This design comes from an exercise in tuning for small area, a short achievable clock period and few clock cycles on the open sky130 flow, not from production work. The RTL was checked by simulation tests, not by an equivalence proof against the original design. No driver is modelled on the clock port, so clocking that relies on it looks cheaper here than on a real chip. Power figures rest on the tool's default switching activity, not on a simulated workload.

==> flow/design.v <==
package clock_sync_pkg;
	typedef logic [15:0] stamp_t;
	typedef struct packed {
		logic [8-1:0] addr;
		logic [7:0]                data;
		logic                      we;
	} mbox_wr_t;
	typedef struct packed {
		stamp_t tx;
		stamp_t rx;
	} snapshot_t;
	typedef logic [4-1:0] node_mask_t;
	typedef struct packed {
		node_mask_t rx_ok;
		node_mask_t sync_ok;
		node_mask_t slave_rdy;
		node_mask_t scope_trigger;
	} node_status_t;
	typedef struct packed {
		stamp_t offset;
		stamp_t delay;
	} node_result_t;
	typedef node_result_t [4-1:0] result_array_t;
	typedef logic [2+1:0] stamp_addr_t;
endpackage
`timescale 1ns/1ps
module local_counter (
	input  logic                      clk_i,
	input  logic                      arst_n_i,
	input  logic [1:0]                snapshot_req_i,
	output clock_sync_pkg::stamp_t    count_o,
	output logic                      cycle_start_o,
	output logic [7:0]                snap_tx_n_o,
	output logic [7:0]                snap_rx_o
);
	logic [7:0] count;
	assign cycle_start_o = (count == 8'd199);
	assign count_o = {8'd0, count};
	always_ff @(posedge clk_i or negedge arst_n_i) begin
		if (!arst_n_i) begin
			count <= '0;
		end else begin
			count <= cycle_start_o ? 8'd0 : count + 8'd1;
		end
	end
	always_ff @(posedge clk_i or negedge arst_n_i) begin
		if (!arst_n_i) begin
			snap_tx_n_o <= '1;
			snap_rx_o <= '0;
		end else begin
			if (snapshot_req_i[0]) begin
				snap_tx_n_o <= ~count;
			end
			if (snapshot_req_i[1]) begin
				snap_rx_o <= count;
			end
		end
	end
endmodule
`timescale 1ns/1ps
module timestamp_store (
	input  logic                         clk_i,
	input  logic                         arst_n_i,
	input  logic [7:0]                   mbox_addr_i,
	input  logic [7:0]                   mbox_data_i,
	input  logic                         mbox_we_i,
	input  logic                         cycle_take_i,
	output logic [16*14-1:0]             stamps_o,
	output clock_sync_pkg::node_status_t status_next_o
);
	logic [7:0] stamp_lo [14];
	logic [7:0] stamp_hi [14];
	logic [2:0] flags [4];
	logic [3:0] rdy1;
	logic [3:0] rdy2;
	logic [3:0] chain_ok;
	logic [3:0] lo_hit;
	logic [3:0] hi_hit;
	logic [3:0] flag_hit;
	logic [15:0] lo_en;
	logic [15:0] hi_en;
	always_comb begin
		for (int n = 0; n < 4; n++) begin
			flag_hit[n] = mbox_we_i && (mbox_addr_i == 8'(16 + 16 * n + 2));
			for (int k = 0; k < 4; k++) begin
				lo_en[4 * n + k] = mbox_we_i && (mbox_addr_i == 8'(16 + 16 * n + 4 + 2 * k));
				hi_en[4 * n + k] = mbox_we_i && (mbox_addr_i == 8'(16 + 16 * n + 5 + 2 * k));
			end
			lo_hit[n] = |lo_en[4 * n +: 4];
			hi_hit[n] = |hi_en[4 * n +: 4];
		end
	end
	assign chain_ok = {rdy1[2:0] & rdy2[2:0], 1'b1};
	always_comb begin
		status_next_o = '0;
		for (int n = 0; n < 4; n++) begin
			status_next_o.rx_ok[n] = rdy1[n] & rdy2[n];
			status_next_o.sync_ok[n] = status_next_o.rx_ok[n] & flags[n][0];
			status_next_o.slave_rdy[n] = status_next_o.sync_ok[n] & flags[n][1];
			status_next_o.scope_trigger[n] = status_next_o.rx_ok[n] & flags[n][2];
		end
	end
	always_ff @(posedge clk_i or negedge arst_n_i) begin
		if (!arst_n_i) begin
			rdy1 <= '0;
			rdy2 <= '0;
			for (int n = 0; n < 4; n++) begin
				flags[n] <= '0;
			end
		end else if (cycle_take_i) begin
			rdy1 <= '0;
			rdy2 <= '0;
			for (int n = 0; n < 4; n++) begin
				flags[n] <= '0;
			end
		end else begin
			rdy1 <= rdy1 | (lo_hit & chain_ok);
			rdy2 <= rdy2 | (hi_hit & chain_ok & rdy1);
			for (int n = 0; n < 4; n++) begin
				if (flag_hit[n]) begin
					flags[n] <= mbox_data_i[2:0];
				end
			end
		end
	end
	always_ff @(posedge clk_i or negedge arst_n_i) begin
		if (!arst_n_i) begin
			for (int i = 0; i < 14; i++) begin
				stamp_lo[i] <= (i % 4 == 2) ? 8'hff : 8'h00;
				stamp_hi[i] <= (i % 4 == 2) ? 8'hff : 8'h00;
			end
		end else begin
			for (int i = 0; i < 14; i++) begin
				if (lo_en[i]) begin
					stamp_lo[i] <= (i % 4 == 2) ? ~mbox_data_i : mbox_data_i;
				end
				if (hi_en[i]) begin
					stamp_hi[i] <= (i % 4 == 2) ? ~mbox_data_i : mbox_data_i;
				end
			end
		end
	end
	always_comb begin
		for (int i = 0; i < 14; i++) begin
			stamps_o[16 * i +: 16] = {stamp_hi[i], stamp_lo[i]};
		end
	end
endmodule
`timescale 1ns/1ps
module offset_delay_calc (
	input  logic                          clk_i,
	input  logic                          arst_n_i,
	input  logic                          cycle_start_i,
	input  logic [7:0]                    snap_tx_n_i,
	input  logic [7:0]                    snap_rx_i,
	input  logic [16*14-1:0]              stamps_i,
	input  clock_sync_pkg::node_status_t  status_next_i,
	output logic                          cycle_take_o,
	output logic [4*32-1:0]     results_o,
	output clock_sync_pkg::node_status_t  status_o,
	output logic                          result_req_o,
	input  logic                          result_ack_i
);
	logic release_q;
	logic [4*32-1:0] results_next;
	assign cycle_take_o = cycle_start_i && !result_req_o && !release_q;
	function automatic logic [15:0] cpa(input logic [15:0] x, input logic [15:0] y);
		logic [15:0] g, p, gn, pn, h;
		g = x & y;
		p = x ^ y;
		h = p;
		for (int l = 0; l < 4; l++) begin
			gn = g; pn = p;
			for (int i = 0; i < 16; i++) begin
				if ((i % (2 << l)) == (2 << l) - 1) begin
					gn[i] = g[i] | (p[i] & g[i - (1 << l)]);
					pn[i] = p[i] & p[i - (1 << l)];
				end
			end
			g = gn; p = pn;
		end
		for (int l = 2; l >= 0; l--) begin
			gn = g; pn = p;
			for (int i = 0; i < 16; i++) begin
				if (i >= (2 << l) && ((i + 1) % (2 << l)) == (1 << l)) begin
					gn[i] = g[i] | (p[i] & g[i - (1 << l)]);
					pn[i] = p[i] & p[i - (1 << l)];
				end
			end
			g = gn; p = pn;
		end
		cpa = h ^ {g[14:0], 1'b0};
	endfunction
	function automatic logic [15:0] csa_s(input logic [15:0] x, input logic [15:0] y,
			input logic [15:0] z);
		csa_s = x ^ y ^ z;
	endfunction
	function automatic logic [15:0] csa_c(input logic [15:0] x, input logic [15:0] y,
			input logic [15:0] z, input logic cin);
		csa_c = {(x[14:0] & y[14:0]) | (x[14:0] & z[14:0]) | (y[14:0] & z[14:0]), cin};
	endfunction
	always_comb begin
		for (int k = 0; k < 4; k++) begin
			logic [15:0] t0, t1, an, b, s1, c1, s2, c2;
			t0 = stamps_i[16 * (4 * k) +: 16];
			t1 = stamps_i[16 * (4 * k + 1) +: 16];
			if (k == 0) begin
				an = {8'hff, snap_tx_n_i};
				b = {8'd0, snap_rx_i};
			end else begin
				an = stamps_i[16 * (4 * k - 2) +: 16];
				b = stamps_i[16 * (4 * k - 1) +: 16];
			end
			s1 = csa_s(t0, an, b);
			c1 = csa_c(t0, an, b, 1'b1);
			s2 = csa_s(s1, c1, ~t1);
			c2 = csa_c(s1, c1, ~t1, 1'b1);
			results_next[32 * k +: 16] = cpa(s2, c2);
			s1 = csa_s(t0, an, t1);
			c1 = csa_c(t0, an, t1, 1'b1);
			s2 = csa_s(s1, c1, ~b);
			c2 = csa_c(s1, c1, ~b, 1'b1);
			results_next[32 * k + 16 +: 16] = cpa(s2, c2);
		end
	end
	always_ff @(posedge clk_i) begin
		if (cycle_take_o) begin
			results_o <= results_next;
			status_o <= status_next_i;
		end
	end
	always_ff @(posedge clk_i or negedge arst_n_i) begin
		if (!arst_n_i) begin
			result_req_o <= 1'b0;
			release_q <= 1'b0;
		end else if (cycle_take_o) begin
			result_req_o <= 1'b1;
		end else if (result_req_o) begin
			if (result_ack_i) begin
				result_req_o <= 1'b0;
				release_q <= 1'b1;
			end
		end else if (release_q) begin
			if (!result_ack_i) begin
				release_q <= 1'b0;
			end
		end
	end
endmodule
`timescale 1ns/1ps
module clock_sync_top (
	input  logic                          clk_i,
	input  logic                          arst_n_i,
	input  logic [7:0]                    mbox_addr_i,
	input  logic [7:0]                    mbox_data_i,
	input  logic                          mbox_we_i,
	input  logic [1:0]                    snapshot_req_i,
	output logic [15:0]                   local_count_o,
	output logic [127:0]                  results_o,
	output logic [15:0]                   status_o,
	output logic                          result_req_o,
	input  logic                          result_ack_i
);
	logic cycle_start;
	logic cycle_take;
	logic [7:0] snap_tx_n;
	logic [7:0] snap_rx;
	logic [16*14-1:0] stamps;
	clock_sync_pkg::node_status_t status_next;
	local_counter u_local_counter (
		.clk_i          (clk_i),
		.arst_n_i       (arst_n_i),
		.snapshot_req_i (snapshot_req_i),
		.count_o        (local_count_o),
		.cycle_start_o  (cycle_start),
		.snap_tx_n_o    (snap_tx_n),
		.snap_rx_o      (snap_rx)
	);
	timestamp_store u_timestamp_store (
		.clk_i         (clk_i),
		.arst_n_i      (arst_n_i),
		.mbox_addr_i   (mbox_addr_i),
		.mbox_data_i   (mbox_data_i),
		.mbox_we_i     (mbox_we_i),
		.cycle_take_i  (cycle_take),
		.stamps_o      (stamps),
		.status_next_o (status_next)
	);
	offset_delay_calc u_offset_delay_calc (
		.clk_i         (clk_i),
		.arst_n_i      (arst_n_i),
		.cycle_start_i (cycle_start),
		.snap_tx_n_i   (snap_tx_n),
		.snap_rx_i     (snap_rx),
		.stamps_i      (stamps),
		.status_next_i (status_next),
		.cycle_take_o  (cycle_take),
		.results_o     (results_o),
		.status_o      (status_o),
		.result_req_o  (result_req_o),
		.result_ack_i  (result_ack_i)
	);
endmodule
==> flow/flow/run.sh <==
#!/bin/bash
set -euo pipefail
here=$(pwd)
bash standard.sh finish \
  MATCH_CELL_FOOTPRINT=0 SETUP_SLACK_MARGIN=5.3 \
  "BUFFER_PORTS_ARGS=-buffer_cell sky130_fd_sc_hd__buf_1" \
  POST_CTS_TCL=$here/flow/skew.tcl SKEW_BUF_CELL=sky130_fd_sc_hd__clkbuf_4 SKEW_PRE_CELL=sky130_fd_sc_hd__clkbuf_1 SKEW_OTHER_MARGIN=5.9 \
  > flow_make.log 2>&1
==> flow/flow/skew.tcl <==
# Useful skew for the stamp -> result paths. After clock tree synthesis, the result registers
# under each leaf clock net are moved, in groups of at most SKEW_MAX_FANOUT (8), behind one
# extra clock buffer driven by that leaf net,
# so they capture a little later than the stamp registers launch. Only the register-to-
# register paths into the result registers gain; their paths to the outputs lose. With
# SKEW_PRE_CELL set, a second, smaller buffer drives the extra buffer, for a longer delay.
set block [ord::get_db_block]
set master [[ord::get_db] findMaster $::env(SKEW_BUF_CELL)]
array set groups {}
foreach inst [$block getInsts] {
  if { [string match "u_offset_delay_calc.results_o*" [$inst getName]] } {
    set it [$inst findITerm CLK]
    lappend groups([[$it getNet] getName]) $it
  }
}
# at most SKEW_MAX_FANOUT registers behind each extra buffer, taken in order along x
set max_fanout 8
if { [info exists ::env(SKEW_MAX_FANOUT)] } {
  set max_fanout $::env(SKEW_MAX_FANOUT)
}
array set chunks {}
set c 0
foreach leaf [lsort [array names groups]] {
  set sorted [lsort -integer -index 0 [lmap it $groups($leaf) {
    list [lindex [[$it getInst] getLocation] 0] $it
  }]]
  set n [llength $sorted]
  set parts [expr { ($n + $max_fanout - 1) / $max_fanout }]
  set size [expr { ($n + $parts - 1) / $parts }]
  for { set i 0 } { $i < $n } { incr i $size } {
    set chunks($c) [list $leaf [lmap x [lrange $sorted $i [expr { $i + $size - 1 }]] { lindex $x 1 }]]
    incr c
  }
}
set k 0
foreach c [lsort -integer [array names chunks]] {
  lassign $chunks($c) leaf its
  set buf [odb::dbInst_create $block $master skew_buf_$k]
  set net [odb::dbNet_create $block clknet_skew_$k]
  $net setSigType CLOCK
  if { [info exists ::env(SKEW_PRE_CELL)] && $::env(SKEW_PRE_CELL) != "" } {
    set pre [odb::dbInst_create $block [[ord::get_db] findMaster $::env(SKEW_PRE_CELL)] skew_pre_$k]
    set mid [odb::dbNet_create $block clknet_skew_pre_$k]
    $mid setSigType CLOCK
    [$pre findITerm A] connect [$block findNet $leaf]
    [$pre findITerm X] connect $mid
    [$buf findITerm A] connect $mid
  } else {
    set pre ""
    [$buf findITerm A] connect [$block findNet $leaf]
  }
  [$buf findITerm X] connect $net
  set sx 0
  set sy 0
  foreach it $its {
    $it disconnect
    $it connect $net
    set loc [[$it getInst] getLocation]
    incr sx [lindex $loc 0]
    incr sy [lindex $loc 1]
  }
  set n [llength $its]
  $buf setLocation [expr { $sx / $n }] [expr { $sy / $n }]
  $buf setPlacementStatus PLACED
  if { $pre != "" } {
    $pre setLocation [expr { $sx / $n }] [expr { $sy / $n }]
    $pre setPlacementStatus PLACED
  }
  puts "skew: $n result registers under $leaf now behind skew_buf_$k"
  incr k
}
detailed_placement
estimate_parasitics -placement
# repair with the flow's setup margin, or with SKEW_REPAIR_MARGIN when that is set
set saved_margin $::env(SETUP_SLACK_MARGIN)
if { [info exists ::env(SKEW_REPAIR_MARGIN)] } {
  set ::env(SETUP_SLACK_MARGIN) $::env(SKEW_REPAIR_MARGIN)
}
repair_timing_helper
set ::env(SETUP_SLACK_MARGIN) $saved_margin
# with SKEW_OTHER_MARGIN set, one more repair towards that margin that leaves the logic in
# front of the result registers alone (it is held by set_dont_touch during the repair)
if { [info exists ::env(SKEW_OTHER_MARGIN)] } {
  set front [get_cells -of_objects [all_fanin -flat -to [get_pins u_offset_delay_calc.results_o*/D]]]
  set_dont_touch $front
  repair_timing -setup -setup_margin $::env(SKEW_OTHER_MARGIN) -repair_tns 100 -verbose
  unset_dont_touch $front
}
detailed_placement
check_placement -verbose
==> flow/standard.sh <==
#!/bin/bash
# synth_recipe.tcl (not shown) runs the flow's synth.tcl, then flattens the netlist and writes it again
# the make line also repeats each setting of config.mk as NAME=value (left out here)
make -C /OpenROAD-flow-scripts/flow DESIGN_CONFIG=/design/flow/config.mk WORK_HOME=/design/flow/orfs CLKGATE_MAP_FILE= SYNTH_SCRIPT=/design/flow/synth_recipe.tcl "${@:-finish}"
==> flow/config.mk <==
export PLATFORM = sky130hd
export DESIGN_NAME = clock_sync_top
export DESIGN_NICKNAME = clock_sync_top
export VERILOG_FILES = /design/flow/design.v
export SDC_FILE = /design/flow/constraint.sdc
export NUM_CORES = 4
export LEC_CHECK = 0
export CAP_MARGIN = 20
export CORE_MARGIN = 2
export CORE_UTILIZATION = 65
export CTS_BUF_LIST = sky130_fd_sc_hd__clkbuf_8
export CTS_CLUSTER_DIAMETER = 80
export CTS_CLUSTER_SIZE = 16
export PLACE_DENSITY = 0.8
export SLEW_MARGIN = 20
==> flow/constraint.sdc <==
create_clock -name core_clock -period 9.0 [get_ports {clk_i}]
set_input_delay 1.8000 -clock core_clock [delete_from_list [all_inputs] [get_ports {clk_i}]]
set_output_delay 1.8000 -clock core_clock [all_outputs]
set_load 0.01 [all_outputs]
==> impl_metrics.tcl, run 1 <==
set metrics [dict create \
    outcome "stopped before the end" \
    stop_stage "clock tree synthesis" \
    tool.error "Error: cts.tcl, 90 invalid command name \"all_fanin\"" \
    synthCells 1840 \
    synth_top_family_by_area "adder cells" \
    syn_avg_cell_area_um2 13.5 \
    synth_compound_area_share_pct 3.66 \
    gp_congestion 0.872 \
    cts_num_sinks 414 \
    synth_top_area_share_pct 22.2 \
    synth_edf_count 144 \
    yosysWarnings 6 \
    synthAdderAreaFrac_pct 28.5 \
    dpl.hpwl_um 36600 \
    placed_area_mm2 0.0260 \
    seq_area_frac_synth_pct 44.9 \
    ys_ff_latch 414 \
    dieHeight_um 200 \
    num_io_pins 183 \
    netlist_area_mm2 0.0248 \
    synthArstFlopShare_pct 65.2 \
    synth_cell_types 56 \
    dieWidth_um 200 \
    rows 71 \
    synth_ff_type "dfrtp_1" \
    yosys.area_share.simple_pct 4.73 \
    yosysTopAreaCell "fa_1" \
    synth-xor-area-share_pct 3.07 \
    start_util_pct 66.0 \
    synthMuxAreaShare_pct 9.83 \
    synth.area.top_cells "fa_1 22%, dfrtp_1 22%, edfxtp_1 17%" \
    portBuffers 174 \
]
[worst min path at each step]
stage	start	endpoint	slack, ns	cells past startpoint
2_1_floorplan	u_timestamp_store.stamp_hi[2][7]	u_timestamp_store.stamp_hi[2][7]	0.47	2
3_3_place_gp	u_timestamp_store.stamp_hi[6][7]	u_timestamp_store.stamp_hi[6][7]	0.48	2
3_5_place_dp	u_timestamp_store.stamp_hi[2][7]	u_timestamp_store.stamp_hi[2][7]	0.49	2
[Yosys cell counts, types with 6 or more instances]
library cell	count
buf_4	8
nand2b_1	6
mux2_4	8
mux2_2	168
ha_1	126
a21o_1	15
and2_1	6
mux2i_1	42
edfxtp_1	144
o31ai_1	7
nor2_1	23
nor2_2	12
nand4_1	15
and3_1	9
clkbuf_1	35
nand3_1	31
o21a_1	6
dfrtp_1	214
o21bai_1	7
o21ai_0	35
inv_1	280
fa_1	275
a21oi_1	60
xnor2_1	53
dfstp_2	56
nor2b_1	9
xor2_1	34
a31oi_1	22
nand2_1	80
[cells by family after synthesis]
| logic type | Yosys count |
|---|---|
| multiplexers | 219 |
| other | 1 |
| adder cells (fa/ha/maj) | 402 |
| AND/OR/NAND/NOR | 226 |
| XOR/XNOR | 87 |
| buffers and inverters | 335 |
| flip-flops | 414 |
| AO/OA/AOI/OAI | 156 |
[power by group through the flow]
stage               combinational, mW  clock [mW]  sequential (mW)
detailed placement               1.93           0             2.28
floorplan                        1.42           0             2.27
global placement                 1.84           0             2.28
[stage by stage]
stage | std cells | power [mW] | hold slack, ns | worst slack, ns
2_1_floorplan | 1847 | 3.69 | 0.468 | 5.48
3_3_place_gp | 2490 | 4.12 | 0.475 | 4.95
3_5_place_dp | 2490 | 4.22 | 0.491 | 4.81
Testbench counts, summed over its fixed seeds: cycles 240.
==> run 2, diff against run 1 <==
==> flow/flow/run.sh (replaced) <==
#!/bin/bash
set -euo pipefail
here=$(pwd)
bash standard.sh finish \
  MATCH_CELL_FOOTPRINT=0 SETUP_SLACK_MARGIN=5.3 \
  "BUFFER_PORTS_ARGS=-buffer_cell sky130_fd_sc_hd__buf_1" \
  POST_CTS_TCL=$here/flow/skew.tcl SKEW_BUF_CELL=sky130_fd_sc_hd__clkbuf_4 SKEW_PRE_CELL=sky130_fd_sc_hd__dlygate4sd1_1 SKEW_OTHER_MARGIN=5.9 \
  > flow_make.log 2>&1
--- a/flow/flow/skew.tcl
+++ b/flow/flow/skew.tcl
@@ -83,3 +83,3 @@
 if { [info exists ::env(SKEW_OTHER_MARGIN)] } {
-  set front [get_cells -of_objects [all_fanin -flat -to [get_pins u_offset_delay_calc.results_o*/D]]]
+  set front [get_fanin -to [get_pins u_offset_delay_calc.results_o*/D] -only_cells -flat]
   set_dont_touch $front
==> run 2 against run 1 <==
Compared with the run above:
- now clean on timing, DRC and antenna
- area after synthesis stayed put
- synthesized cell count stayed put
==> impl_metrics.tcl, run 2 <==
set metrics [dict create \
    gp_congestion 0.872 \
    holdWs_ns 0.335 \
    syn_avg_cell_area_um2 13.5 \
    drt-total-wl_um 50600 \
    reg2reg_depth 11 \
    yosysWarnings 6 \
    grt_max_degree 152 \
    dieHeight_um 200 \
    cpMaxStageDelayCell "edfxtp_1" \
    post-route-period-util_pct 37.8 \
    die_area_mm2 0.0398 \
    relSlewSlack_pct 40.5 \
    layout_common_cells "302 x inv_1, 273 x fa_1, 207 x dfrtp_1" \
    synth_commonest_cells "280 x inv_1, 275 x fa_1, 214 x dfrtp_1" \
    cap_violations 0 \
    antenna_found_initial 6 \
    regMostFlops "u_offset_delay_calc.results_o" \
    setup-tns-final_ns 0 \
    seq_area_frac_synth_pct 44.9 \
    cp.required_ns 7.20 \
    synthArstFlopShare_pct 65.2 \
    hold_violations 0 \
    finalNetCount 2497 \
    end_kind "output pin" \
    remaining_drc_errors 0 \
    grt_usage_pct 27.0 \
    fin_crit_ns 3.40 \
    dpl.hpwl_um 36600 \
    synth_ff_type "dfrtp_1" \
    crit_chain "buf_1" \
    num_io_pins 183 \
    ys_ff_latch 414 \
    crit_type "flop to output pin" \
    dieWidth_um 200 \
    via_count 14455 \
    overflow 0 \
    fin_skew_ns 0.400 \
    worstHoldStart "u_local_counter.snap_rx_o[0]" \
    worst-r2r-setup-slack_ns 5.60 \
    largest_reg_flops 128 \
    crit_path_start_kind "flop" \
    power.leakage_nw 12.6 \
    drv_slew 0 \
    synth_most_common_cell "inv_1" \
    r2r_start "u_timestamp_store.stamp_hi[10][1]" \
    cp_top_family "flip-flops" \
    synthCells 1840 \
    grt_pass1_vias 15693 \
    slowest_delay_ns 0.43 \
    crit_buf_inv 1 \
    syn_to_final_growth_pct 10.0 \
    grtUsageMet2_pct 45.0 \
    rsz0062_at_grt "no" \
    drt_iter0_drc 885 \
    grt_pass1_wl_um 82600 \
    via_per_inst 5.53 \
    setup_violations 0 \
    layout_commonest_cell "inv_1" \
    dr.pass1.iters 5 \
    post_drt_wl_per_cell_um 19.4 \
    irDropWorstVdd_mv 0.213 \
    clock.fmax_mhz 294 \
    hold_path_class "flop to flop" \
    synth_top_area_share_pct 22.2 \
    portBuffers 174 \
    drtAntennaViolNets 0 \
    use_met3_pct 3.80 \
    min_path_cells 1 \
    core_area_mm2 0.0377 \
    start_util_pct 66.0 \
    cts_num_sinks 414 \
    powerDensity_mw_per_mm2 205 \
    top_usage_layer "met2" \
    cts_tree "built" \
    whs_endpoint "u_offset_delay_calc.results_o[16]" \
    rows 71 \
    netlist_area_mm2 0.0248 \
    regToRegEndpoint "u_offset_delay_calc.results_o[111]" \
    drive_gt1_share_pct 20.3 \
    synth_edf_count 144 \
    grt_util_met1_pct 37.3 \
    tightest_slew_ns 0.892 \
    reg.largest.list "u_offset_delay_calc.results_o: 128 flops, u_timestamp_store.stamp_hi: 112 flops, u_timestamp_store.stamp_lo: 112 flops" \
    clk_latency_ns 1.02 \
    cp.arrival_ns 1.60 \
    synth.area.top_cells "fa_1 22%, dfrtp_1 22%, edfxtp_1 17%" \
    cp_max_fo 1 \
    cts.reportedPaths.clkPinSlew_ns 0.11 \
    yosysTopAreaCell "fa_1" \
    outcome "no timing/DRC/antenna violations" \
    synth_cell_types 56 \
]
## run 2: cell counts after synthesis
No cell type changed its count.
## run 2: power breakdown
group | leakage [nW] | switching [mW] | internal (mW)
clock network | 0.649 | 0.708 | 0.607
logic | 7.13 | 1.13 | 0.904
registers | 4.82 | 0.0648 | 2.18
## run 2: worst register-to-register path, stage by stage (launching register included)
cell and delay, ns:
dfstp_2 0.59, fa_1 0.44, fa_1 0.50, ha_1 0.36
a21oi_1 0.20, o21ai_0 0.18, a31oi_1 0.23, o31ai_2 0.11
fa_1 0.39, xor2_1 0.16, xnor2_1 0.18, xnor2_1 0.11
## run 2: final cells by class, clock buffers not listed
cell class / instances / area [um^2]
Tap cell: 511 / 639
Buffer: 54 / 439
Inverter: 280 / 1050
Clock inverter: 24 / 129
Sequential cell: 414 / 11200
Antenna cell: 6 / 15.0
Multi-Input combinational cell: 1098 / 12600
Timing Repair Buffer: 196 / 912
Fill cell: 2528 / 10300
## run 2: per-stage QoR
| stage | total power, mW | cell area, um^2 | setup slack [ns] | util, % | instances |
|---|---|---|---|---|---|
| floorplan | 3.69 | 24900 | 5.48 | - | 1847 |
| global placement | 4.12 | 26000 | 4.95 | 69.1 | 2490 |
| detailed placement | 4.22 | 26000 | 4.81 | 69.1 | 2490 |
| global route | 5.98 | 27300 | 5.40 | 72.6 | 2614 |
| finish | 5.59 | 27300 | 5.60 | 72.6 | 2615 |
## run 2: worst max-delay path by stage
stage	startpoint	end	slack, ns	cells past startpoint
floorplan	u_local_counter.count[3]	u_offset_delay_calc.results_o[0]	5.48	5
global placement	mbox_addr_i[3]	u_timestamp_store.stamp_lo[8][5]	4.95	5
detailed placement	mbox_addr_i[3]	u_timestamp_store.stamp_lo[8][1]	4.81	5
global route	u_timestamp_store.stamp_hi[10][1]	u_offset_delay_calc.results_o[111]	5.40	11
finish	u_offset_delay_calc.results_o[101]	results_o[101]	5.60	1
## run 2: layer usage
metal	part of all wire, %	wire length [um]
met4	2.7	1350
met5	0	0
met3	4.6	2320
met1	42	21400
met2	50	25500
## run 2: logic make-up (layout without fill, tap and decap cells)
family / after synthesis / count (layout) / share of synthesized area (%)
buffers and inverters: 335 / 586 / 5.27
adders and majority gates: 402 / 402 / 28.5
other: 1 / 14 / 0.0151
muxes: 219 / 219 / 9.83
and+or+nand+nor: 226 / 226 / 4.73
AOI/OAI and AO/OA: 156 / 156 / 3.66
DFF: 414 / 414 / 44.9
xor gates and xnor gates: 87 / 87 / 3.07
==> run 3, diff against run 2 <==
==> flow/flow/run.sh (replaced) <==
#!/bin/bash
set -euo pipefail
here=$(pwd)
bash standard.sh finish \
  MATCH_CELL_FOOTPRINT=0 SETUP_SLACK_MARGIN=5.3 \
  "BUFFER_PORTS_ARGS=-buffer_cell sky130_fd_sc_hd__buf_1" \
  POST_CTS_TCL=$here/flow/skew.tcl SKEW_BUF_CELL=sky130_fd_sc_hd__clkbuf_4 SKEW_PRE_CELL=sky130_fd_sc_hd__clkbuf_1 SKEW_OTHER_MARGIN=5.9 SKEW_REPAIR_MARGIN=5.62 \
  > flow_make.log 2>&1
==> run 3 against run 2 <==
Compared with the run above:
- final cell count grew 0.19%
- largest cell class unchanged
- sequential power is essentially flat
- still clean
- area after synthesis is the same
- highest routed layer unchanged
==> impl_metrics.tcl, run 3 <==
set metrics [dict create \
    tightest_slew_ns 0.891 \
    syn_to_final_growth_pct 10.4 \
    hold_path_class "flop to flop" \
    setup_violations 0 \
    grt_max_degree 152 \
    synth_ff_type "dfrtp_1" \
    fin_skew_ns 0.307 \
    regToRegEndpoint "u_offset_delay_calc.results_o[127]" \
    power.leakage_nw 12.5 \
    dieHeight_um 200 \
    clk_latency_ns 0.93 \
    cp.required_ns 9.61 \
    die_area_mm2 0.0398 \
    largest_reg_flops 128 \
    synth_top_area_share_pct 22.2 \
    synth_cell_types 56 \
    powerDensity_mw_per_mm2 205 \
    via_count 14495 \
    crit_end "u_offset_delay_calc.results_o[127]" \
    reg2reg_depth 11 \
    worst-r2r-setup-slack_ns 5.60 \
    irDropWorstVdd_mv 0.185 \
    yosysWarnings 6 \
    grt_pass1_vias 15951 \
    portBuffers 174 \
    synth_commonest_cells "280 x inv_1, 275 x fa_1, 214 x dfrtp_1" \
    synth.area.top_cells "fa_1 22%, dfrtp_1 22%, edfxtp_1 17%" \
    drv_slew 0 \
    yosysTopAreaCell "fa_1" \
    seq_area_frac_synth_pct 44.9 \
    cap_violations 0 \
    drt_iter0_drc 827 \
    antenna_found_initial 6 \
    cts.reportedPaths.clkPinSlew_ns 0.11 \
    layout_commonest_cell "inv_1" \
    overflow 0 \
    synth_edf_count 144 \
    outcome "no timing/DRC/antenna violations" \
    power_mw 5.63 \
    cp_max_fo 3 \
    regMostFlops "u_offset_delay_calc.results_o" \
    end_kind "flop" \
    grt_usage_pct 27.4 \
    drive_gt1_share_pct 21.6 \
    post_drt_wl_per_cell_um 19.6 \
    grt_pass1_wl_um 83700 \
    dieWidth_um 200 \
    crit_path_start_kind "flop" \
    dr.pass1.iters 8 \
    rsz0062_at_grt "no" \
    synthCells 1840 \
    cp.arrival_ns 4.01 \
    ys_ff_latch 414 \
    finalNetCount 2501 \
    netlist_area_mm2 0.0248 \
    via_per_inst 5.53 \
    crit_type "flop to flop" \
    fin_area_mm2 0.0274 \
    fin_crit_ns 3.40 \
    gp_congestion 0.872 \
    relSlewSlack_pct 40.6 \
    syn_avg_cell_area_um2 13.5 \
    rows 71 \
    dpl.hpwl_um 36600 \
    num_io_pins 183 \
    drt-total-wl_um 51300 \
    setup-tns-final_ns 0 \
    clock.fmax_mhz 294 \
    startpoint "u_timestamp_store.stamp_hi[10][0]" \
    placed_area_mm2 0.0260 \
    reg.largest.list "u_offset_delay_calc.results_o: 128 flops, u_timestamp_store.stamp_hi: 112 flops, u_timestamp_store.stamp_lo: 112 flops" \
    post-route-period-util_pct 37.8 \
    synthArstFlopShare_pct 65.2 \
    core_area_mm2 0.0377 \
    drtAntennaViolNets 0 \
    r2r_start "u_timestamp_store.stamp_hi[10][0]" \
    cts_tree "built" \
    hold_violations 0 \
    synth_most_common_cell "inv_1" \
    cts_num_sinks 414 \
    start_util_pct 66.0 \
    layout_common_cells "302 x inv_1, 270 x fa_1, 207 x dfrtp_1" \
    remaining_drc_errors 0 \
]
==> run 3: cell counts after synthesis <==
No cell type changed its count.
==> run 3: cell type report, clock buffers not listed <==
class | instances | area [um^2]
inverter | 280 | 1050
fill | 2519 | 10200
tap | 511 | 639
sequential | 414 | 11200
clock inverter | 24 | 129
timing repair buffer | 200 | 955
multi-input combinational | 1098 | 12700
antenna | 7 | 17.5
buffer | 54 | 304
==> run 3: worst min path at each step <==
stage | cells past startpoint | from | endpoint
after detailed placement | 2 | u_timestamp_store.stamp_hi[2][7] | u_timestamp_store.stamp_hi[2][7]
final | 1 | u_timestamp_store.stamp_lo[13][0] | u_offset_delay_calc.results_o[96]
after global placement | 2 | u_timestamp_store.stamp_hi[6][7] | u_timestamp_store.stamp_hi[6][7]
after global routing | 1 | u_local_counter.snap_rx_o[0] | u_offset_delay_calc.results_o[16]
after floorplan | 2 | u_timestamp_store.stamp_hi[2][7] | u_timestamp_store.stamp_hi[2][7]
==> run 3: power breakdown <==
| group | leakage (nW) | total (mW) | internal [mW] | switching (mW) |
|---|---|---|---|---|
| Clock | 0.524 | 1.25 | 0.545 | 0.708 |
| Sequential | 4.82 | 2.25 | 2.18 | 0.0647 |
| Combinational | 7.17 | 2.13 | 0.960 | 1.17 |
| Total | 12.5 | 5.63 | 3.69 | 1.94 |
==> run 3: stage by stage <==
stage | util [%] | hold WS, ns | worst slack (ns) | cells
3_5_place_dp | 69.1 | 0.491 | 4.81 | 2490
5_1_grt | 72.8 | 0.421 | 5.40 | 2618
2_1_floorplan | - | 0.468 | 5.48 | 1847
3_3_place_gp | 69.1 | 0.475 | 4.95 | 2490
6_report | 72.9 | 0.439 | 5.60 | 2620
==> run 3: kinds of logic after synthesis <==
group	after synthesis	synth area share (%)
flops	414	44.9
fa+ha+maj	402	28.5
buf+inv	335	5.27
simple gates	226	4.73
mux	219	9.83
compound gates	156	3.66
xor+xnor	87	3.07
other cells	1	0.0151
==> run 3: routing by layer <==
metal  up-vias  share of wire [%]  GRT usage [%]
li1       6538                  -              -
met1      7448                 42           37.3
met2       397                 50           45.7
met3       112                4.8           3.80
met4         0                3.4           10.1
met5         -                  0              0
==> run 3: critical path, stage by stage, from the launching register on <==
cell and delay [ns]:
dfstp_2 0.60, fa_1 0.46, fa_1 0.58, ha_1 0.25, a21oi_2 0.16, o21ai_0 0.14, a31oi_1 0.19, o31ai_1 0.11
fa_1 0.39, xor2_1 0.22, xnor2_1 0.17, xnor2_1 0.08
==> run 4, diff against run 3 <==
==> flow/flow/run.sh (replaced) <==
#!/bin/bash
# The standard layout (standard.sh, standard synthesis included), with these changes:
#  - the port buffers are plain buf_1 cells instead of the resizer's default pick;
#  - timing repair may resize cells across footprints and aims at a setup slack of 5.3 ns;
#  - after clock tree synthesis, flow/skew.tcl moves the result registers behind one extra
#    clock buffer pair per group of at most 8 registers (useful skew: the stamp -> result
#    register paths gain, the result -> output paths lose), repairs timing again, and then
#    repairs the other paths towards 5.9 ns while the logic in front of the result registers
#    is held unchanged.
# make's own output goes to flow_make.log; each ORFS step logs to orfs/logs/.
set -euo pipefail
here=$(pwd)
bash standard.sh finish \
  MATCH_CELL_FOOTPRINT=0 SETUP_SLACK_MARGIN=5.3 \
  "BUFFER_PORTS_ARGS=-buffer_cell sky130_fd_sc_hd__buf_1" \
  POST_CTS_TCL=$here/flow/skew.tcl \
  SKEW_BUF_CELL=sky130_fd_sc_hd__clkbuf_4 SKEW_PRE_CELL=sky130_fd_sc_hd__dlygate4sd1_1 \
  SKEW_OTHER_MARGIN=5.9 \
  > flow_make.log 2>&1
==> run 4 against run 3 <==
Compared with the run above:
- synthesized cell count unchanged
- first-iteration DRC count increased by 7.0%
- sequential share of layout area increased by 0.15 points
- largest power group unchanged
- flip-flop and latch count unchanged
- global-route usage decreased by 0.38 points
==> impl_metrics.tcl, run 4 <==
set metrics [dict create \
    remaining_drc_errors 0 \
    fin_skew_ns 0.400 \
    start_util_pct 66.0 \
    setup-tns-final_ns 0 \
    internal-power_mw 3.69 \
    cp.arrival_ns 1.60 \
    pwr-share-comb_pct 36.3 \
    setup_violations 0 \
    crit_path_start_kind "flop" \
    end_kind "output pin" \
    slowest_delay_ns 0.43 \
    synth_commonest_cells "280 x inv_1, 275 x fa_1, 214 x dfrtp_1" \
    cts_num_sinks 414 \
    yosysWarnings 6 \
    via_count 14455 \
    numPlacedInstances 2490 \
    crit_chain "buf_1" \
    setup_slack_ns 5.60 \
    fin_crit_ns 3.40 \
    drv_slew 0 \
    core_area_mm2 0.0377 \
    drt_iter0_drc 885 \
    clock.fmax_mhz 294 \
    dr.pass1.iters 5 \
    p_switching_mw 1.90 \
    grt_max_degree 152 \
    relSlewSlack_pct 40.5 \
    drt-total-wl_um 50600 \
    regMostFlops "u_offset_delay_calc.results_o" \
    crit_buf_inv 1 \
    holdWs_ns 0.335 \
    fin_util_pct 72.6 \
    outcome "no timing/DRC/antenna violations" \
    post_drt_wl_per_cell_um 19.4 \
    synth_ff_type "dfrtp_1" \
    seq_area_frac_synth_pct 44.9 \
    post-route-period-util_pct 37.8 \
    portBuffers 174 \
    cp.required_ns 7.20 \
    powerDensity_mw_per_mm2 205 \
    syn_avg_cell_area_um2 13.5 \
    cts_tree "built" \
    cp_top_family "flip-flops" \
    fillCellCount 2528 \
    antenna_found_initial 6 \
    cp.depth 1 \
    cpMaxStageDelayCell "edfxtp_1" \
    power.leakage_nw 12.6 \
    die_area_mm2 0.0398 \
    overflow 0 \
    layout_commonest_cell "inv_1" \
    drive_gt1_share_pct 20.3 \
    clk_latency_ns 1.02 \
    cts.reportedPaths.clkPinSlew_ns 0.11 \
    fin_area_mm2 0.0273 \
    dieWidth_um 200 \
    synth_edf_count 144 \
    p_clk_share_pct 23.5 \
    min_path_cells 1 \
    power_mw 5.59 \
    synth_top_area_share_pct 22.2 \
    syn_to_final_growth_pct 10.0 \
    dieHeight_um 200 \
    hold_path_class "flop to flop" \
    synth_most_common_cell "inv_1" \
    pre_cts_slack_ns 4.81 \
    layout_common_cells "302 x inv_1, 273 x fa_1, 207 x dfrtp_1" \
    placed_area_mm2 0.0260 \
    rows 71 \
    synth.area.top_cells "fa_1 22%, dfrtp_1 22%, edfxtp_1 17%" \
    grt_pass1_wl_um 82600 \
    num_io_pins 183 \
    grt_usage_pct 27.0 \
    drtAntennaViolNets 0 \
    dpl.hpwl_um 36600 \
    synth_cell_types 56 \
    netlist_area_mm2 0.0248 \
    crit_type "flop to output pin" \
    tightest_slew_ns 0.892 \
    rsz0062_at_grt "no" \
    cp_max_fo 1 \
    reg2reg_depth 11 \
    yosysTopAreaCell "fa_1" \
    reg.largest.list "u_offset_delay_calc.results_o: 128 flops, u_timestamp_store.stamp_hi: 112 flops, u_timestamp_store.stamp_lo: 112 flops" \
    largest_reg_flops 128 \
    seq_power_share_pct 40.2 \
    gp_congestion 0.872 \
    cap_violations 0 \
    stdcell_count 2615 \
    synthArstFlopShare_pct 65.2 \
    finalNetCount 2497 \
    synthCells 1840 \
    irDropWorstVdd_mv 0.213 \
    switching_share_pct 34.0 \
    grt_pass1_vias 15693 \
    via_per_inst 5.53 \
    hold_violations 0 \
    ys_ff_latch 414 \
]
[run 4: cell counts after synthesis]
No cell type changed its count.
[run 4: layout make-up, clock buffers not listed]
cell class	count	area (um^2)	share of cell area (%)
antenna	6	15.0	0.0549
buffer	54	439	1.61
clock inverter	24	129	0.471
inverter	280	1050	3.84
multi-input combinational	1098	12600	45.9
sequential	414	11200	40.8
tap	511	639	2.34
timing repair buffer	196	912	3.34
[run 4: worst paths after layout]
check,startpoint,to,slack [ns]
max,u_offset_delay_calc.results_o[101],results_o[101],5.60
min,u_local_counter.snap_rx_o[0],u_offset_delay_calc.results_o[16],0.34
max reg2reg,u_timestamp_store.stamp_hi[10][1],u_offset_delay_calc.results_o[111],5.60
min reg2reg,u_local_counter.snap_rx_o[0],u_offset_delay_calc.results_o[16],0.34
max in group asynchronous,arst_n_i,u_timestamp_store.stamp_lo[8][1],6.33
min in group asynchronous,arst_n_i,u_timestamp_store.stamp_hi[0][5],1.29
[run 4: routing by layer]
metal | track usage (%) | vias up | share of wire (%)
met5 | 0 | - | 0
met4 | 8.92 | 0 | 2.7
met3 | 3.80 | 83 | 4.6
met2 | 45.0 | 382 | 50
met1 | 37.3 | 7477 | 42
li1 | - | 6513 | -
[run 4: power by group through the flow]
stage | sequential, mW | clock (mW) | combinational, mW
after floorplan | 2.27 | 0 | 1.42
after global placement | 2.28 | 0 | 1.84
after detailed placement | 2.28 | 0 | 1.93
after global routing | 2.26 | 1.42 | 2.29
final | 2.25 | 1.31 | 2.03
[run 4: cell families after synthesis]
kind of cell,synth area share [%]
flip-flops,44.9
adder cells (fa/ha/maj),28.5
buffers and inverters,5.27
AND/OR/NAND/NOR,4.73
multiplexers,9.83
AO/OA/AOI/OAI,3.66
XOR/XNOR,3.07
other,0.0151
==> run 5, diff against run 4 <==
--- a/flow/design.v
+++ b/flow/design.v
@@ -32,5 +32,6 @@
 	output logic                      cycle_start_o,
-	output logic [7:0]                snap_tx_n_o,
-	output logic [7:0]                snap_rx_o
+	output logic [7:0]                snap_tx_h_o,
+	output logic [7:0]                snap_rx_h_o
 );
+	localparam logic [3:0] INV = 4'b0000;
 	logic [7:0] count;
@@ -47,10 +48,10 @@
 		if (!arst_n_i) begin
-			snap_tx_n_o <= '1;
-			snap_rx_o <= '0;
+			snap_tx_h_o <= {8{INV[2]}};
+			snap_rx_h_o <= {8{INV[3]}};
 		end else begin
 			if (snapshot_req_i[0]) begin
-				snap_tx_n_o <= ~count;
+				snap_tx_h_o <= count ^ {8{INV[2]}};
 			end
 			if (snapshot_req_i[1]) begin
-				snap_rx_o <= count;
+				snap_rx_h_o <= count ^ {8{INV[3]}};
 			end
@@ -70,2 +71,3 @@
 );
+	localparam logic [3:0] INV = 4'b0000;
 	logic [7:0] stamp_lo [14];
@@ -128,4 +130,4 @@
 			for (int i = 0; i < 14; i++) begin
-				stamp_lo[i] <= (i % 4 == 2) ? 8'hff : 8'h00;
-				stamp_hi[i] <= (i % 4 == 2) ? 8'hff : 8'h00;
+				stamp_lo[i] <= {8{INV[i % 4]}};
+				stamp_hi[i] <= {8{INV[i % 4]}};
 			end
@@ -134,6 +136,6 @@
 				if (lo_en[i]) begin
-					stamp_lo[i] <= (i % 4 == 2) ? ~mbox_data_i : mbox_data_i;
+					stamp_lo[i] <= mbox_data_i ^ {8{INV[i % 4]}};
 				end
 				if (hi_en[i]) begin
-					stamp_hi[i] <= (i % 4 == 2) ? ~mbox_data_i : mbox_data_i;
+					stamp_hi[i] <= mbox_data_i ^ {8{INV[i % 4]}};
 				end
@@ -153,4 +155,4 @@
 	input  logic                          cycle_start_i,
-	input  logic [7:0]                    snap_tx_n_i,
-	input  logic [7:0]                    snap_rx_i,
+	input  logic [7:0]                    snap_tx_h_i,
+	input  logic [7:0]                    snap_rx_h_i,
 	input  logic [16*14-1:0]              stamps_i,
@@ -163,2 +165,3 @@
 );
+	localparam logic [3:0] INV = 4'b0000;
 	logic release_q;
@@ -203,22 +206,23 @@
 		for (int k = 0; k < 4; k++) begin
-			logic [15:0] t0, t1, an, b, s1, c1, s2, c2;
-			t0 = stamps_i[16 * (4 * k) +: 16];
-			t1 = stamps_i[16 * (4 * k + 1) +: 16];
+			logic [15:0] t0_h, t1_h, a_h, b_h, s1, c1, s2, c2;
+			t0_h = stamps_i[16 * (4 * k) +: 16];
+			t1_h = stamps_i[16 * (4 * k + 1) +: 16];
 			if (k == 0) begin
-				an = {8'hff, snap_tx_n_i};
-				b = {8'd0, snap_rx_i};
+				a_h = {{8{INV[2]}}, snap_tx_h_i};
+				b_h = {{8{INV[3]}}, snap_rx_h_i};
 			end else begin
-				an = stamps_i[16 * (4 * k - 2) +: 16];
-				b = stamps_i[16 * (4 * k - 1) +: 16];
+				a_h = stamps_i[16 * (4 * k - 2) +: 16];
+				b_h = stamps_i[16 * (4 * k - 1) +: 16];
 			end
-			s1 = csa_s(t0, an, b);
-			c1 = csa_c(t0, an, b, 1'b1);
-			s2 = csa_s(s1, c1, ~t1);
-			c2 = csa_c(s1, c1, ~t1, 1'b1);
+			s1 = csa_s(t0_h, ~t1_h, ~a_h);
+			c1 = csa_c(t0_h, ~t1_h, ~a_h, 1'b1);
+			s2 = csa_s(s1, c1, b_h);
+			c2 = csa_c(s1, c1, b_h, 1'b1);
 			results_next[32 * k +: 16] = cpa(s2, c2);
-			s1 = csa_s(t0, an, t1);
-			c1 = csa_c(t0, an, t1, 1'b1);
-			s2 = csa_s(s1, c1, ~b);
-			c2 = csa_c(s1, c1, ~b, 1'b1);
+			s1 = csa_s(t0_h, ~a_h, ~b_h);
+			c1 = csa_c(t0_h, ~a_h, ~b_h, 1'b1);
+			s2 = csa_s(s1, c1, t1_h);
+			c2 = csa_c(s1, c1, t1_h, 1'b1);
 			results_next[32 * k + 16 +: 16] = cpa(s2, c2);
+			results_next[32 * k] = results_next[32 * k + 16];
 		end
@@ -265,4 +269,4 @@
 	logic cycle_take;
-	logic [7:0] snap_tx_n;
-	logic [7:0] snap_rx;
+	logic [7:0] snap_tx_h;
+	logic [7:0] snap_rx_h;
 	logic [16*14-1:0] stamps;
@@ -275,4 +279,4 @@
 		.cycle_start_o  (cycle_start),
-		.snap_tx_n_o    (snap_tx_n),
-		.snap_rx_o      (snap_rx)
+		.snap_tx_h_o    (snap_tx_h),
+		.snap_rx_h_o    (snap_rx_h)
 	);
@@ -292,4 +296,4 @@
 		.cycle_start_i (cycle_start),
-		.snap_tx_n_i   (snap_tx_n),
-		.snap_rx_i     (snap_rx),
+		.snap_tx_h_i   (snap_tx_h),
+		.snap_rx_h_i   (snap_rx_h),
 		.stamps_i      (stamps),
--- a/flow/config.mk
+++ b/flow/config.mk
@@ -10,5 +10,5 @@
 export CORE_UTILIZATION = 65
-export CTS_BUF_LIST = sky130_fd_sc_hd__clkbuf_8
+export CTS_BUF_LIST = sky130_fd_sc_hd__clkbuf_16
 export CTS_CLUSTER_DIAMETER = 80
-export CTS_CLUSTER_SIZE = 16
+export CTS_CLUSTER_SIZE = 24
 export PLACE_DENSITY = 0.8
==> run 5 against run 4 <==
Compared with the run above:
- sequential share of layout area decreased by 0.71 points
- critical endpoint is now u_offset_delay_calc.results_o[127]
- global-route usage shrank 0.48 points
- area after synthesis down 0.65%
- largest cell class unchanged
- sequential power down 3%
- clock skew up 0.035 ns
- maximum frequency up 1.2%
- total power up 1.7%
- first-iteration DRC count shrank 13%
- clock power grew 17%
- utilization rose by 0.31 points
- combinational power decreased by 3%
==> impl_metrics.tcl, run 5 <==
set metrics [dict create \
    reg2reg_depth 12 \
    irDropWorstVdd_mv 0.156 \
    synth_most_common_cell "inv_1" \
    core_area_mm2 0.0375 \
    portBuffers 174 \
    worstHoldStart "u_timestamp_store.stamp_lo[13][0]" \
    largest_reg_flops 124 \
    synth_edf_count 140 \
    fin_util_pct 72.9 \
    relSlewSlack_pct 38.5 \
    rows 71 \
    fin_area_mm2 0.0273 \
    syn_to_final_growth_pct 10.7 \
    tightest_slew_ns 0.923 \
    drtAntennaViolNets 0 \
    setup-tns-final_ns 0 \
    hold_violations 0 \
    num_io_pins 183 \
    cts_num_sinks 410 \
    grt_max_degree 83 \
    drt_iter0_drc 774 \
    fillCellCount 2524 \
    synth_ff_type "dfrtp_1" \
    layout_common_cells "320 x inv_1, 269 x fa_1, 269 x dfrtp_1" \
    synth.area.top_cells "dfrtp_1 27%, fa_1 22%, edfxtp_1 17%" \
    post_drt_wl_per_cell_um 18.9 \
    yosysTopAreaCell "dfrtp_1" \
    remaining_drc_errors 0 \
    clock.fmax_mhz 297 \
    outcome "no timing/DRC/antenna violations" \
    stdcell_count 2616 \
    cp_max_fo 4 \
    dieHeight_um 199 \
    grt_pass1_vias 16014 \
    overflow 0 \
    finalNetCount 2500 \
    setup_violations 0 \
    cp.arrival_ns 4.01 \
    setup_slack_ns 5.63 \
    synth_top_area_share_pct 27.4 \
    drive_gt1_share_pct 19.2 \
    power.leakage_nw 12.3 \
    crit_path_start_kind "flop" \
    netlist_area_mm2 0.0247 \
    dieWidth_um 199 \
    fin_crit_ns 3.37 \
    synth_commonest_cells "313 x inv_1, 270 x dfrtp_1, 269 x fa_1" \
    power_mw 5.69 \
    regMostFlops "u_offset_delay_calc.results_o" \
    post-route-period-util_pct 37.4 \
    powerDensity_mw_per_mm2 208 \
    yosysWarnings 6 \
    via_per_inst 5.60 \
    dr.pass1.iters 6 \
    placed_area_mm2 0.0259 \
    r2r_start "u_timestamp_store.stamp_hi[11][1]" \
    cts.reportedPaths.clkPinSlew_ns 0.10 \
    grt_usage_pct 26.6 \
    startpoint "u_timestamp_store.stamp_hi[11][1]" \
    hold_path_class "flop to flop" \
    die_area_mm2 0.0396 \
    synthCells 1853 \
    pre_cts_slack_ns 5.01 \
    gp_congestion 0.875 \
    drt-total-wl_um 49500 \
    synth_cell_types 55 \
    cap_violations 0 \
    drv_slew 0 \
    min_path_cells 2 \
    via_count 14646 \
    rsz0062_at_grt "no" \
    dpl.hpwl_um 35900 \
    clk_latency_ns 0.96 \
    start_util_pct 65.8 \
    antenna_found_initial 7 \
    crit_type "flop to flop" \
    cp.required_ns 9.64 \
    seq_area_frac_synth_pct 44.4 \
    fin_skew_ns 0.435 \
    syn_avg_cell_area_um2 13.3 \
    reg.largest.list "u_offset_delay_calc.results_o: 124 flops, u_timestamp_store.stamp_hi: 112 flops, u_timestamp_store.stamp_lo: 112 flops" \
    synthArstFlopShare_pct 65.9 \
    holdWs_ns 0.385 \
    grt_pass1_wl_um 80900 \
    cts_tree "built" \
    end_kind "flop" \
    numPlacedInstances 2506 \
    ys_ff_latch 410 \
    layout_commonest_cell "inv_1" \
]
==> run 5: logic make-up (layout without fill, tap and decap cells) <==
family          after synthesis  in the layout  synth area share, %
buf+inv                     366            607                 5.80
mux                         220            220                 10.0
fa+ha+maj                   395            395                 28.2
other cells                   1             12               0.0152
xor+xnor                     86             86                 3.05
compound gates              152            152                 3.62
simple gates                223            223                 4.90
flops                       410            410                 44.4
==> run 5: where the power goes <==
group	leakage (nW)	internal (mW)	switching (mW)
combinational	6.76	0.859	1.10
clock	0.678	0.791	0.740
sequential	4.90	2.14	0.0535
==> run 5: path summary, 6_finish.rpt <==
path | slack (ns) | endpoint
setup / recovery | 5.63 | u_offset_delay_calc.results_o[127]
hold / removal | 0.39 | u_offset_delay_calc.results_o[112]
setup reg to reg | 5.63 | u_offset_delay_calc.results_o[127]
hold reg to reg | 0.39 | u_offset_delay_calc.results_o[112]
max in group asynchronous | 6.41 | u_timestamp_store.stamp_lo[9][4]
min in group asynchronous | 1.23 | u_timestamp_store.stamp_hi[4][6]
==> run 5: worst max-delay path, cell delays in order, from the launching register on <==
cell     delay [ns]
dfrtp_1        0.40
inv_1          0.09
fa_1           0.54
fa_1           0.43
ha_1           0.38
a21oi_1        0.26
o21ai_0        0.20
a31oi_1        0.21
o31ai_1        0.11
fa_1           0.38
xor2_1         0.19
xnor2_1        0.16
xnor2_1        0.09
==> run 5: area by class of cell, clock buffers not listed <==
| class | instances | area, um^2 | area share [%] |
|---|---|---|---|
| plain buffers | 50 | 407 | 1.49 |
| clock inverters | 16 | 130 | 0.476 |
| flip-flops and latches | 410 | 11000 | 40.1 |
| inverters | 313 | 1170 | 4.30 |
| multi-input cells | 1084 | 12400 | 45.3 |
| well taps | 511 | 639 | 2.34 |
| diodes | 4 | 10.0 | 0.0366 |
| repair buffers | 201 | 952 | 3.48 |
==> run 5: routing by layer <==
metal  track usage [%]  share of wire [%]  up-vias
met1              35.0                 40     7615
met4              8.18                2.8        6
met3              4.29                5.6       94
li1                  -                  -     6532
met5                 0              0.079        -
met2              45.8                 51      399
Testbench counts of run 5, summed over its fixed seeds: cycles 240.
==> run 6, diff against run 5 <==
--- a/flow/config.mk
+++ b/flow/config.mk
@@ -10,5 +10,5 @@
 export CORE_UTILIZATION = 65
-export CTS_BUF_LIST = sky130_fd_sc_hd__clkbuf_16
+export CTS_BUF_LIST = sky130_fd_sc_hd__clkbuf_8
 export CTS_CLUSTER_DIAMETER = 80
-export CTS_CLUSTER_SIZE = 24
+export CTS_CLUSTER_SIZE = 16
 export PLACE_DENSITY = 0.8
==> run 6 against run 5 <==
Compared with the run above:
- critical path depth unchanged
- register-to-register slack got worse by 0.04 ns
- sequential power about the same
- largest power group unchanged
- utilization decreased by 0.65 points
- total power decreased by 5.6%
- flip-flop and latch count unchanged
- sequential share of layout area increased by 0.38 points
- final area decreased by 0.89%
- first-iteration DRC count increased by 13%
- setup slack got worse by 0.038 ns
- via count decreased by 0.39%
- critical path type unchanged
==> impl_metrics.tcl, run 6 <==
set metrics [dict create \
    outcome "no timing/DRC/antenna violations" \
    rsz0062_at_grt "no" \
    synth_top_area_share_pct 27.4 \
    hold_path_class "flop to flop" \
    dieHeight_um 199 \
    grt_pass1_wl_um 80300 \
    fin_crit_ns 3.40 \
    crit_path_start_kind "flop" \
    drt-total-wl_um 48800 \
    powerDensity_mw_per_mm2 198 \
    crit_chain "inv_1, fa_1, fa_1, ha_1, a21oi_1, o21ai_0, a31oi_1, o31ai_2, fa_1, xor2_1, xnor2_1, xnor2_1" \
    num_io_pins 183 \
    relSlewSlack_pct 37.9 \
    irDropWorstVdd_mv 0.129 \
    post_drt_wl_per_cell_um 18.5 \
    fin_util_pct 72.3 \
    drive_gt1_share_pct 19.4 \
    crit_path_frequent_cell "fa_1" \
    synth_cell_types 55 \
    die_area_mm2 0.0396 \
    cts_tree "built" \
    synth_most_common_cell "inv_1" \
    yosysTopAreaCell "dfrtp_1" \
    drt_iter0_drc 878 \
    fillCellCount 2568 \
    worst-r2r-setup-slack_ns 5.60 \
    drv_slew 0 \
    grt_usage_pct 26.3 \
    power_mw 5.37 \
    yosysWarnings 6 \
    netlist_area_mm2 0.0247 \
    antenna_found_initial 8 \
    finalNetCount 2513 \
    reg.largest.list "u_offset_delay_calc.results_o: 124 flops, u_timestamp_store.stamp_hi: 112 flops, u_timestamp_store.stamp_lo: 112 flops" \
    start_util_pct 65.8 \
    setup-tns-final_ns 0 \
    syn_avg_cell_area_um2 13.3 \
    clock.fmax_mhz 294 \
    ys_ff_latch 410 \
    rows 71 \
    synth_edf_count 140 \
    dr.pass1.iters 8 \
    layout_commonest_cell "inv_1" \
    overflow 0 \
    setup_violations 0 \
    slowest_delay_ns 0.57 \
    cp_top_family "adder cells" \
    cts_num_sinks 410 \
    stdcell_count 2635 \
    tightest_slew_ns 0.931 \
    numPlacedInstances 2506 \
    power.leakage_nw 12.3 \
    synth_ff_type "dfrtp_1" \
    grt_max_degree 83 \
    end_kind "flop" \
    synthCells 1853 \
    dieWidth_um 199 \
    synthArstFlopShare_pct 65.9 \
    fin_skew_ns 0.411 \
    hold_violations 0 \
    dpl.hpwl_um 35900 \
    holdWs_ns 0.366 \
    gp_congestion 0.875 \
    layout_common_cells "332 x inv_1, 269 x fa_1, 264 x dfrtp_1" \
    clk_latency_ns 1.02 \
    remaining_drc_errors 0 \
    drtAntennaViolNets 0 \
    largest_reg_flops 124 \
    cts.reportedPaths.clkPinSlew_ns 0.10 \
    seq_area_frac_synth_pct 44.4 \
    cp.arrival_ns 4.12 \
    via_count 14589 \
    crit_buf_inv 1 \
    portBuffers 174 \
    cp_max_fo 4 \
    cap_violations 0 \
    grt_pass1_vias 16096 \
    cpMaxStageDelayCell "fa_1" \
    via_per_inst 5.54 \
    crit_type "flop to flop" \
    synth_commonest_cells "313 x inv_1, 270 x dfrtp_1, 269 x fa_1" \
    post-route-period-util_pct 37.8 \
    core_area_mm2 0.0375 \
    syn_to_final_growth_pct 9.73 \
    regMostFlops "u_offset_delay_calc.results_o" \
    synth.area.top_cells "dfrtp_1 27%, fa_1 22%, edfxtp_1 17%" \
    cp.required_ns 9.72 \
]
run 6: cell count changes in the layout (fill, tap and decap cells not counted), sizes merged:
cell,change
inv,+9
diode,+1
buf,+11
clkbuf,-1
clkinv,-1
run 6: metal layers:
metal / global-route usage [%] / share of wire (%) / vias to the layer above
met5: 0 / 0.076 / -
met4: 7.74 / 2.7 / 6
met3: 4.44 / 5.5 / 108
met2: 44.7 / 50 / 355
met1: 35.1 / 41 / 7573
li1: - / - / 6547
run 6: metrics by stage:
| step | worst slack (ns) | cell area (um^2) |
|---|---|---|
| 2_1_floorplan | 5.44 | 24700 |
| 3_3_place_gp | 5.15 | 25900 |
| 3_5_place_dp | 5.01 | 25900 |
| 5_1_grt | 5.43 | 27100 |
| 6_report | 5.60 | 27100 |
run 6: path summary, 6_finish.rpt:
path / startpoint / to / cells past startpoint
worst max-delay path: u_timestamp_store.stamp_hi[2][1] / u_offset_delay_calc.results_o[47] / 12
worst min register to register: u_timestamp_store.stamp_lo[5][0] / u_offset_delay_calc.results_o[48] / 2
min in group asynchronous: arst_n_i / u_timestamp_store.stamp_hi[2][7] / 1
worst min-delay path: u_timestamp_store.stamp_lo[5][0] / u_offset_delay_calc.results_o[48] / 2
max in group asynchronous: arst_n_i / u_timestamp_store.stamp_lo[7][1] / 2
worst max register to register: u_timestamp_store.stamp_hi[2][1] / u_offset_delay_calc.results_o[47] / 12
run 6: cell type report, clock buffers not listed:
cell class	instances	area [um^2]	area share [%]
inverters	313	1170	4.34
well taps	511	639	2.36
flip-flops and latches	410	11000	40.5
clock inverters	24	109	0.402
plain buffers	50	407	1.50
repair buffers	208	1000	3.69
diodes	5	12.5	0.0462
multi-input cells	1084	12400	45.6
run 6: logic make-up (layout without fill, tap and decap cells):
| family | Yosys count | in the layout | share of synthesized area, % |
|---|---|---|---|
| AO/OA/AOI/OAI | 152 | 152 | 3.62 |
| other | 1 | 13 | 0.0152 |
| buffers and inverters | 366 | 625 | 5.80 |
| AND/OR/NAND/NOR | 223 | 223 | 4.90 |
| flip-flops | 410 | 410 | 44.4 |
| adder cells (fa/ha/maj) | 395 | 395 | 28.2 |
| XOR/XNOR | 86 | 86 | 3.05 |
| multiplexers | 220 | 220 | 10.0 |
run 6: worst min-delay path, stage by stage, from the launching register on:
cell and delay, ns:
dfrtp_1 0.38, inv_1 0.09, ha_1 0.16
run 6: report_power, final:
| part | internal (mW) | total [mW] | switching [mW] | leakage [nW] |
|---|---|---|---|---|
| Combinational | 0.856 | 1.94 | 1.09 | 6.77 |
| Clock | 0.545 | 1.23 | 0.685 | 0.599 |
| Sequential | 2.14 | 2.19 | 0.0532 | 4.89 |
| Total | 3.54 | 5.37 | 1.83 | 12.3 |
==> run 7, diff against run 6 <==
--- a/flow/config.mk
+++ b/flow/config.mk
@@ -10,5 +10,5 @@
 export CORE_UTILIZATION = 65
-export CTS_BUF_LIST = sky130_fd_sc_hd__clkbuf_8
+export CTS_BUF_LIST = sky130_fd_sc_hd__clkbuf_8 sky130_fd_sc_hd__clkbuf_16
 export CTS_CLUSTER_DIAMETER = 80
-export CTS_CLUSTER_SIZE = 16
+export CTS_CLUSTER_SIZE = 20
 export PLACE_DENSITY = 0.8
==> run 7 against run 6 <==
Compared with the run above:
- still clean on timing, DRC and antenna
- first-iteration DRC count is 5.6% lower
- total power is 6.0% higher
- final area increased by 0.87%
- global-route usage up 0.34 points
- register-to-register slack better by 0.04 ns
- largest cell class unchanged
- highest routed layer unchanged
==> impl_metrics.tcl, run 7 <==
set metrics [dict create \
    outcome "no timing/DRC/antenna violations" \
    regToRegEndpoint "u_offset_delay_calc.results_o[127]" \
    cts_num_sinks 410 \
    rows 71 \
    rsz0062_at_grt "no" \
    placed_area_mm2 0.0259 \
    start_util_pct 65.8 \
    worst-r2r-setup-slack_ns 5.64 \
    synth_cell_types 55 \
    yosysTopAreaCell "dfrtp_1" \
    cp.required_ns 9.66 \
    post_drt_wl_per_cell_um 18.9 \
    overflow 0 \
    powerDensity_mw_per_mm2 208 \
    dieHeight_um 199 \
    clock.fmax_mhz 297 \
    layout_common_cells "327 x inv_1, 269 x fa_1, 269 x dfrtp_1" \
    remaining_drc_errors 0 \
    synth_edf_count 140 \
    holdWs_ns 0.391 \
    relSlewSlack_pct 38.5 \
    setup-tns-final_ns 0 \
    synth_ff_type "dfrtp_1" \
    netlist_area_mm2 0.0247 \
    portBuffers 174 \
    cp_top_family "adder cells" \
    synth_commonest_cells "313 x inv_1, 270 x dfrtp_1, 269 x fa_1" \
    crit_chain "inv_1, fa_1, fa_1, fa_1, nand3_1, nand2_1, a21oi_2, o31ai_1, fa_1, xor2_1, xnor2_1, xnor2_1" \
    setup_violations 0 \
    cts.reportedPaths.clkPinSlew_ns 0.08 \
    die_area_mm2 0.0396 \
    grt_pass1_wl_um 80900 \
    fin_area_mm2 0.0273 \
    synthCells 1853 \
    cap_violations 0 \
    dieWidth_um 199 \
    ys_ff_latch 410 \
    dr.pass1.iters 6 \
    cp.arrival_ns 4.02 \
    cp_max_fo 4 \
    syn_to_final_growth_pct 10.7 \
    num_io_pins 183 \
    antenna_found_initial 7 \
    hold_path_class "flop to flop" \
    end_kind "flop" \
    synth_most_common_cell "inv_1" \
    via_count 14561 \
    startpoint "u_timestamp_store.stamp_lo[10][1]" \
    synth.area.top_cells "dfrtp_1 27%, fa_1 22%, edfxtp_1 17%" \
    cp.depth 12 \
    power.leakage_nw 12.3 \
    yosysWarnings 6 \
    setup_slack_ns 5.64 \
    finalNetCount 2500 \
    hold_violations 0 \
    largest_reg_flops 124 \
    drt_iter0_drc 829 \
    fin_crit_ns 3.36 \
    fin_skew_ns 0.409 \
    synth_top_area_share_pct 27.4 \
    fin_util_pct 72.9 \
    crit_buf_inv 1 \
    dpl.hpwl_um 35900 \
    gp_congestion 0.875 \
    synthArstFlopShare_pct 65.9 \
    regMostFlops "u_offset_delay_calc.results_o" \
    clk_latency_ns 0.94 \
    reg.largest.list "u_offset_delay_calc.results_o: 124 flops, u_timestamp_store.stamp_hi: 112 flops, u_timestamp_store.stamp_lo: 112 flops" \
    tightest_slew_ns 0.923 \
    seq_area_frac_synth_pct 44.4 \
    slowest_delay_ns 0.56 \
    grt_usage_pct 26.6 \
    cpMaxStageDelayCell "fa_1" \
    crit_end "u_offset_delay_calc.results_o[127]" \
    grt_pass1_vias 15952 \
    drv_slew 0 \
    core_area_mm2 0.0375 \
    power_mw 5.69 \
    crit_path_start_kind "flop" \
    numPlacedInstances 2506 \
    pre_cts_slack_ns 5.01 \
    grt_max_degree 83 \
    drtAntennaViolNets 0 \
    drive_gt1_share_pct 18.9 \
    layout_commonest_cell "inv_1" \
    reg2reg_depth 12 \
    irDropWorstVdd_mv 0.151 \
    crit_path_frequent_cell "fa_1" \
    post-route-period-util_pct 37.4 \
    syn_avg_cell_area_um2 13.3 \
    crit_type "flop to flop" \
    cts_tree "built" \
    stdcell_count 2619 \
    r2r_start "u_timestamp_store.stamp_lo[10][1]" \
    drt-total-wl_um 49600 \
    via_per_inst 5.56 \
]
[run 7: final cells by class, clock buffers not listed]
type	instances	area [um^2]
multi-input cells	1084	12400
diodes	4	10.0
plain buffers	48	390
fillers	2509	10200
flip-flops and latches	410	11000
repair buffers	201	947
clock inverters	21	145
well taps	511	639
inverters	313	1170
[run 7: power by group]
part	internal [mW]	switching, mW	total, mW
Combinational	0.859	1.10	1.96
Sequential	2.14	0.0533	2.19
Clock	0.800	0.734	1.53
[run 7: how the worst min path moves through the flow]
| stage | startpoint | end | slack [ns] | cells past startpoint |
|---|---|---|---|---|
| detailed placement | u_timestamp_store.stamp_lo[2][6] | u_timestamp_store.stamp_lo[2][6] | 0.49 | 1 |
| floorplan | u_timestamp_store.stamp_lo[2][6] | u_timestamp_store.stamp_lo[2][6] | 0.46 | 1 |
| finish | u_timestamp_store.stamp_lo[5][0] | u_offset_delay_calc.results_o[48] | 0.39 | 2 |
| global placement | u_timestamp_store.stamp_lo[2][6] | u_timestamp_store.stamp_lo[2][6] | 0.48 | 1 |
| global route | u_timestamp_store.stamp_lo[5][0] | u_offset_delay_calc.results_o[48] | 0.40 | 2 |
[run 7: routing by layer]
metal,share of wire [%],GRT usage (%)
met1,41,35.2
met2,51,46.0
met3,5.5,4.31
met4,2.5,7.57
met5,0.075,0
[run 7: worst reg2reg max path: cells and delay by family, from the launching register on]
kind	cells	cell delay (ns)
AOI/OAI and AO/OA	2	0.48
xor gates and xnor gates	3	0.44
adders and majority gates	4	1.85
buffers and inverters	1	0.09
DFF	1	0.35
and+or+nand+nor	2	0.24
[run 7: cells by family after synthesis]
kind of cell             after synthesis  share of synthesized area [%]
flip-flops                           410                           44.4
adder cells (fa/ha/maj)              395                           28.2
buffers and inverters                366                           5.80
AND/OR/NAND/NOR                      223                           4.90
multiplexers                         220                           10.0
AO/OA/AOI/OAI                        152                           3.62
XOR/XNOR                              86                           3.05
other                                  1                         0.0152

afterwards: timing with drivers on the ports:
No port has a modelled driver above. Below, the same layouts with a new extraction and two added sets of constraints.
Step 1: set_driving_cell puts a clkbuf_16 on clk_i and a buf_2 on each other input, an assumption about the parent block.
Step 2, shift: input delay + t, output delay - t, t = (earliest + latest rising clock arrival at the registers) / 2. This alone moves slack from input paths to output paths.
Three values: ideal ports, drivers, drivers and shift; two values: the first two.
run | shift t [ns] | slack for setup (ns) | worst setup path after step 2 | latest minus earliest clock arrival (ns) | cell pins on the clock port's net
run 2 | 0.869 | 5.595 / 5.542 / 4.857 | input to register | 0.418 / 0.418 | 1
run 3 | 0.823 | 5.595 / 5.595 / 4.887 | input to register | 0.320 / 0.320 | 1
run 4 | 0.869 | 5.595 / 5.542 / 4.857 | input to register | 0.418 / 0.418 | 1
run 5 | 0.799 | 5.634 / 5.593 / 4.995 | input to register | 0.435 / 0.434 | 1
run 6 | 0.854 | 5.596 / 5.577 / 4.963 | input to register | 0.421 / 0.421 | 1
run 7 | 0.794 | 5.637 / 5.630 / 5.018 | input to register | 0.414 / 0.414 | 1
In every run listed the clock reaches the registers at very different times; t lies between them, and the last value is a rough guide only.
